Source: an optimization exercise on an open RTL-to-GDS flow (aim: small area and a short achievable clock period). Production flows keep margins and buffers that such runs may drop. Function was checked by simulation only, so behaviour that the tests miss may differ from the original. The clock port is modelled as an ideal driver, which makes a skipped or thinned clock tree look cheaper than it is; a real chip needs a root buffer or a tree. Power is estimated from default activity; no workload was simulated.

==> flow/design.v (excerpt) <==
module apb_cordic_regfile #(
    parameter logic [4:0]  RST_XYFRACBASE    = 5'd16,
    parameter logic [4:0]  RST_PHASEFRACBASE = 5'd16,
    parameter logic [31:0] RST_XYBASEONE     = 32'h0001_0000,
    parameter logic [31:0] RST_SCALE_FACTOR  = 32'h0000_9B75
) (
    input  logic          clk,
    input  logic          rst_n,
    input  logic          psel,
    input  logic          penable,
    input  logic          pwrite,
    input  logic [7:0]    paddr,
    input  logic [31:0]   pwdata,
    output logic [31:0]   prdata,
    output logic          pready,
    output logic          pslverr,
    output logic          cordic_start,
    output logic [2:0]    cordic_func,
    output logic [31:0]   a,
    output logic [31:0]   b,
    output logic [31:0]   c,
    output logic [31:0]   d,
    output logic [4:0]    xyfracbase,
    output logic [4:0]    phasefracbase,
    output logic [31:0]   scale_factor,
    output logic [31:0]   xybaseone,
    output logic [1023:0] invtan_flat,
    input  logic [191:0]  res_flat,
    input  logic          write_op,
    output logic          irq
);
    logic [31:0] invtan [32];
    logic [31:0] outr [6];
    logic        out_vld;
    logic        busy, done, err, irq_en;
    logic [5:0]  idx;
    logic        acc, setup, start_ok, unused_ok;
    logic [63:0] wsel, wsel_q;    
    logic        start_q;
    logic        unmapped, is_out, locked, bad_start, bad, busy_nx;
    logic [95:0] rd_part, rd_part_q;    
    logic        err_q;
    assign idx       = paddr[7:2];
    assign acc       = psel & penable;
    assign pready    = 1'b1;
    assign unused_ok = &{1'b0, paddr[1:0]};
    assign busy_nx   = busy & ~write_op;
    assign unmapped  = idx > 6'd16 && !idx[5];
    assign is_out    = idx >= 6'd10 && idx <= 6'd15;
    assign locked    = idx == 6'd0 || (idx >= 6'd2 && idx <= 6'd9) || idx[5];
    assign bad_start = idx == 6'd0 && pwdata[0] && pwdata[6:4] > 3'd4;
    assign bad       = unmapped | (pwrite & (is_out | (busy_nx & locked) | bad_start));
    logic [7:0]  lo_n, hi_n;
    logic [63:0] hit;
    logic [5:0]  sel_res, sel_out;
    logic [2:0]  stat_nx;
    logic [5:0] idx_n;
    logic       wo_n, ov_n;
    genvar gk;
    generate
        for (gk = 0; gk < 6; gk++) begin : g_inv_a
            rd_inv u_i (.a(idx[gk]), .y(idx_n[gk]));
        end
        for (gk = 0; gk < 8; gk++) begin : g_pre
  ...
Size: ~0.057 mm2 of cells after synthesis.
export LEC_CHECK = 0
export CAP_MARGIN = 20
export CORE_AREA = 5 5 375 375
export DIE_AREA = 0 0 380 380
export SETUP_SLACK_MARGIN = 2.7
export SLEW_MARGIN = 20
export SYNTH_HIERARCHICAL = 1
create_clock -name core_clock -period 5.0 [get_ports {clk}]
standard.sh (not shown) runs the stock make flow with config.mk's settings and CLKGATE_MAP_FILE= SYNTH_SCRIPT=/design/flow/synth_recipe.tcl, a recipe that flattens the netlist after the stock synthesis.
==> flow/flow/run.sh <==
#!/bin/bash
# Standard ORFS layout with these changes:
#  - after the standard synthesis, the read-mux AOI22 gates are set to their smallest size
#    and its NAND4 gates to the next size up (flow/downsize.tcl);
#  - the port buffers are the smallest plain buffer (buf_1) instead of a delay buffer;
#  - pins may sit one routing track apart, so a smaller die fits all 1499 ports;
#  - the clock tree is built by flow/cts.tcl (two balanced levels of clkbuf_16) instead of
#    TritonCTS, followed by timing repair; ORFS's own steps do everything after it.
set -euo pipefail
RES=orfs/results/${FLOW_PLATFORM}/apb_cordic_regfile/base
VARS=("BUFFER_PORTS_ARGS=-buffer_cell sky130_fd_sc_hd__buf_1"
      "PLACE_PINS_ARGS=-min_distance 1 -min_distance_in_tracks")
bash standard.sh synth > synth.log 2>&1
RESULTS=$RES NAND4=sky130_fd_sc_hd__nand4_2 openroad -no_init -exit flow/downsize.tcl > downsize.log 2>&1
bash standard.sh "${VARS[@]}" place > place.log 2>&1
MK=(make -C "$FLOW_HOME" DESIGN_CONFIG="$PWD/config.mk" WORK_HOME="$PWD/orfs")
export DONT_USE_CELLS="$("${MK[@]}" print-DONT_USE_CELLS | sed -n 's/^DONT_USE_CELLS: //p')"
export SETUP_SLACK_MARGIN="$("${MK[@]}" print-SETUP_SLACK_MARGIN | sed -n 's/^SETUP_SLACK_MARGIN: //p')"
export MATCH_CELL_FOOTPRINT="$("${MK[@]}" print-MATCH_CELL_FOOTPRINT | sed -n 's/^MATCH_CELL_FOOTPRINT: //p')"
export CELL_PAD_IN_SITES_DETAIL_PLACEMENT="$("${MK[@]}" print-CELL_PAD_IN_SITES_DETAIL_PLACEMENT | sed -n 's/^CELL_PAD_IN_SITES_DETAIL_PLACEMENT: //p')"
export PLATFORM_DIR="$FLOW_HOME/platforms/$FLOW_PLATFORM"
export LIB="$PLATFORM_DIR/lib/sky130_fd_sc_hd__tt_025C_1v80.lib"
export NLEAF=80 NROOT=4
RESULTS=$RES openroad -no_init -exit flow/cts.tcl > cts.log 2>&1
bash standard.sh "${VARS[@]}" finish > layout.log 2>&1
==> flow/flow/cts.tcl <==
# Clock tree built directly: the flip-flops are split by recursive bisection of their
# placement into NLEAF equal groups, each driven by one leaf clkbuf_16 at the group's
# centre; the leaves are split the same way into NROOT groups, each driven by one root
# clkbuf_16 that the clock port drives. Then the post-CTS steps: legalise, size up the
# input port buffers that drive many loads, repair_design against a tighter slew target
# (RD_SLEW, used for this repair only), repair timing, legalise.
set R $::env(RESULTS)
read_liberty $::env(LIB)
read_db $R/3_place.odb
read_sdc $R/3_place.sdc
source $::env(PLATFORM_DIR)/setRC.tcl
set_dont_use $::env(DONT_USE_CELLS)

set NLEAF [expr {[info exists ::env(NLEAF)] ? $::env(NLEAF) : 64}]
set NROOT [expr {[info exists ::env(NROOT)] ? $::env(NROOT) : 4}]
set LEAFBUF [expr {[info exists ::env(LEAFBUF)] ? $::env(LEAFBUF) : "sky130_fd_sc_hd__clkbuf_16"}]
set ROOTBUF [expr {[info exists ::env(ROOTBUF)] ? $::env(ROOTBUF) : "sky130_fd_sc_hd__clkbuf_16"}]

set db [ord::get_db]
set block [ord::get_db_block]
set clknet [$block findNet clk]

# sinks: every instance pin on the clock net
set sinks {}
foreach it [$clknet getITerms] {
  set inst [$it getInst]
  set bb [$inst getBBox]
  set x [expr {([$bb xMin] + [$bb xMax]) / 2}]
  set y [expr {([$bb yMin] + [$bb yMax]) / 2}]
  lappend sinks [list $x $y $it]
}
puts "clock sinks: [llength $sinks]"

# recursive bisection into n groups of (nearly) equal size, cutting across the longer side
proc bisect {pts n} {
  if {$n <= 1 || [llength $pts] <= 1} { return [list $pts] }
  set xs [lmap p $pts {lindex $p 0}]
  set ys [lmap p $pts {lindex $p 1}]
  set dx [expr {[tcl::mathfunc::max {*}$xs] - [tcl::mathfunc::min {*}$xs]}]
  set dy [expr {[tcl::mathfunc::max {*}$ys] - [tcl::mathfunc::min {*}$ys]}]
  set k [expr {$dx >= $dy ? 0 : 1}]
  set s [lsort -integer -index $k $pts]
  set nl [expr {$n / 2}]
  set h [expr {([llength $s] * $nl) / $n}]
  return [concat [bisect [lrange $s 0 [expr {$h-1}]] $nl] [bisect [lrange $s $h end] [expr {$n - $nl}]]]
}

proc centre {pts} {
  set sx 0; set sy 0
  foreach p $pts { incr sx [lindex $p 0]; incr sy [lindex $p 1] }
  set n [llength $pts]
  return [list [expr {$sx / $n}] [expr {$sy / $n}]]
}

proc new_buf {block master name x y} {
  set inst [odb::dbInst_create $block $master $name]
  # centre the cell on (x, y)
  set w [$master getWidth]; set h [$master getHeight]
  $inst setLocation [expr {$x - $w/2}] [expr {$y - $h/2}]
  $inst setPlacementStatus PLACED
  return $inst
}

set lm [$db findMaster $LEAFBUF]
set rm [$db findMaster $ROOTBUF]
set groups [bisect $sinks $NLEAF]
set leaves {}
set i 0
foreach g $groups {
  lassign [centre $g] cx cy
  set b [new_buf $block $lm "cts_leaf_$i" $cx $cy]
  set n [odb::dbNet_create $block "clknet_leaf_$i"]
  $n setSigType CLOCK
  foreach p $g {
    set it [lindex $p 2]
    $it disconnect
    $it connect $n
  }
  [$b findITerm X] connect $n
  lappend leaves [list $cx $cy $b]
  incr i
}
set rgroups [bisect $leaves $NROOT]
set i 0
foreach g $rgroups {
  lassign [centre $g] cx cy
  set b [new_buf $block $rm "cts_root_$i" $cx $cy]
  set n [odb::dbNet_create $block "clknet_root_$i"]
  $n setSigType CLOCK
  foreach p $g { [[lindex $p 2] findITerm A] connect $n }
  [$b findITerm X] connect $n
  [$b findITerm A] connect $clknet
  incr i
}
$clknet setSigType CLOCK
puts "leaf buffers: [llength $leaves], root buffers: $i"

set_placement_padding -global -left $::env(CELL_PAD_IN_SITES_DETAIL_PLACEMENT) -right $::env(CELL_PAD_IN_SITES_DETAIL_PLACEMENT)
detailed_placement
set_propagated_clock [all_clocks]
estimate_parasitics -placement
report_clock_latency
# Input port buffers that drive several loads: start them at a useful size (repair_timing
# leaves them alone).
set nup 0
foreach inst [$block getInsts] {
  if {![string match "input*" [$inst getName]]} continue
  set onet [[$inst findITerm X] getNet]
  set fo [llength [$onet getITerms]]
  incr fo -1
  set m ""
  if {$fo > 12} { set m sky130_fd_sc_hd__buf_8 } elseif {$fo > 3} { set m sky130_fd_sc_hd__buf_4 }
  if {$m ne ""} { $inst swapMaster [$db findMaster $m]; incr nup }
}
puts "upsized $nup input buffers"
detailed_placement
estimate_parasitics -placement
puts "before repair: WS [worst_slack -max]"
# Tighter slew target for this repair only (not written to the SDC)
if {[info exists ::env(RD_SLEW)]} {
  set_max_transition $::env(RD_SLEW) [current_design]
  repair_design -slew_margin 0 -cap_margin 20 -match_cell_footprint
  detailed_placement
  estimate_parasitics -placement
  puts "after repair_design: WS [worst_slack -max] area [rsz::design_area]"
}
set margin $::env(SETUP_SLACK_MARGIN)
set steps [expr {[info exists ::env(REPAIR_STEPS)] ? $::env(REPAIR_STEPS) : $margin}]
foreach m $steps {
  set args [list -setup_margin $m -hold_margin 0 -repair_tns 100 -verbose]
  if {$::env(MATCH_CELL_FOOTPRINT)} { lappend args -match_cell_footprint }
  puts "repair_timing $args"
  repair_timing {*}$args
  puts "after margin $m: WS [worst_slack -max] area [rsz::design_area]"
}
detailed_placement
check_placement -verbose
write_db $R/4_1_cts.odb
set f [open $R/3_place.sdc]; set sdc [read $f]; close $f
set f [open $R/4_cts.sdc w]; puts $f $sdc; puts $f "set_propagated_clock \[all_clocks\]"; close $f
==> flow/flow/downsize.tcl <==
# Set the read-mux gates to chosen sizes: AOI22 at the smallest size (timing repair upsizes
# the ones that need it), NAND4 one size up (they drive the longest wires of the mux).
read_db $::env(RESULTS)/1_synth.odb
set db [ord::get_db]
set swap [dict create sky130_fd_sc_hd__a22oi_2 sky130_fd_sc_hd__a22oi_1 sky130_fd_sc_hd__nand4_1 $::env(NAND4)]
set n 0
foreach inst [[ord::get_db_block] getInsts] {
  set m [[$inst getMaster] getName]
  if {[dict exists $swap $m]} { $inst swapMaster [$db findMaster [dict get $swap $m]]; incr n }
}
puts "resized $n read-mux gates"
write_db $::env(RESULTS)/1_synth.odb
Edit:
--- a/flow/flow/run.sh
+++ b/flow/flow/run.sh
@@ -4 +4 @@
-#    and its NAND4 gates to the next size up (flow/downsize.tcl);
+#    (timing repair upsizes the ones that need it);
@@ -8 +8 @@
-#    TritonCTS, followed by timing repair; ORFS's own steps do everything after it.
+#    TritonCTS; ORFS own steps do everything after it.
@@ -14 +14 @@
-RESULTS=$RES NAND4=sky130_fd_sc_hd__nand4_2 openroad -no_init -exit flow/downsize.tcl > downsize.log 2>&1
+RESULTS=$RES openroad -no_init -exit flow/downsize.tcl > downsize.log 2>&1
@@ -23 +23 @@
-export NLEAF=80 NROOT=4
+export NLEAF=80 NROOT=4 RD_SLEW=0.5
==> flow/flow/downsize.tcl (replaced) <==
# Downsize the read-mux AOI22 gates that synthesis mapped to a22oi_2; timing repair upsizes
# the ones that need it.
read_db $::env(RESULTS)/1_synth.odb
set db [ord::get_db]
set m1 [$db findMaster sky130_fd_sc_hd__a22oi_1]
set n 0
foreach inst [[ord::get_db_block] getInsts] {
  if {[[$inst getMaster] getName] eq "sky130_fd_sc_hd__a22oi_2"} { $inst swapMaster $m1; incr n }
}
puts "downsized $n a22oi_2 -> a22oi_1"
write_db $::env(RESULTS)/1_synth.odb
--- a/flow/config.mk
+++ b/flow/config.mk
@@ -11 +11 @@
-export SETUP_SLACK_MARGIN = 2.7
+export SETUP_SLACK_MARGIN = 2.8
=> The new run produced a clean layout; setup slack gains 0.40 ns; design area goes up by 4.4%; hold slack is about the same; power goes up by 1.3%; final cell count goes up by 2.7%; first-iteration DRC count goes up by 7.2%; area after synthesis goes down by 1.5%; sequential share of layout area goes down by 2.6 points; clock power barely changes.
No run of this note takes its clock network from TritonCTS; it comes from the design's own scripts or RTL.

## afterwards: timing with drivers on the ports
In the flow no input, the clock included, has a driving cell. The finished layouts below were timed again as built, in two steps. Step 1 sets driving cells, clkbuf_16 on the clock port and buf_2 on the other inputs (assumed; they add their load-dependent delay and slew). Step 2 adds t to the input delays and takes it off the output delays; t is the mean of the earliest and latest rising clock arrival at the registers after step 1. Input paths then give back, and output paths get back, about the clock's delay inside the block. Three values: ideal ports, drivers, drivers and shift; two values: the first two.
| run | t, ns | setup WS [ns] | hold slack, ns | slew at the worst register clock pin (ns) | cell pins on the clock port's net |
|---|---|---|---|---|---|
| the first run | 0.725 | 2.179 / 2.216 / 1.491 | 0.509 / 0.508 / 0.509 | 0.09 / 0.09 | 4 |
| the second run | 0.728 | 2.579 / 2.564 / 1.892 | 0.510 / 0.504 / 0.510 | 0.10 / 0.10 | 4 |
After both steps every run listed still meets setup and hold. For the first run, which loses most, drivers alone change the setup slack by +0.037 ns; drivers and shift together by -0.688 ns.
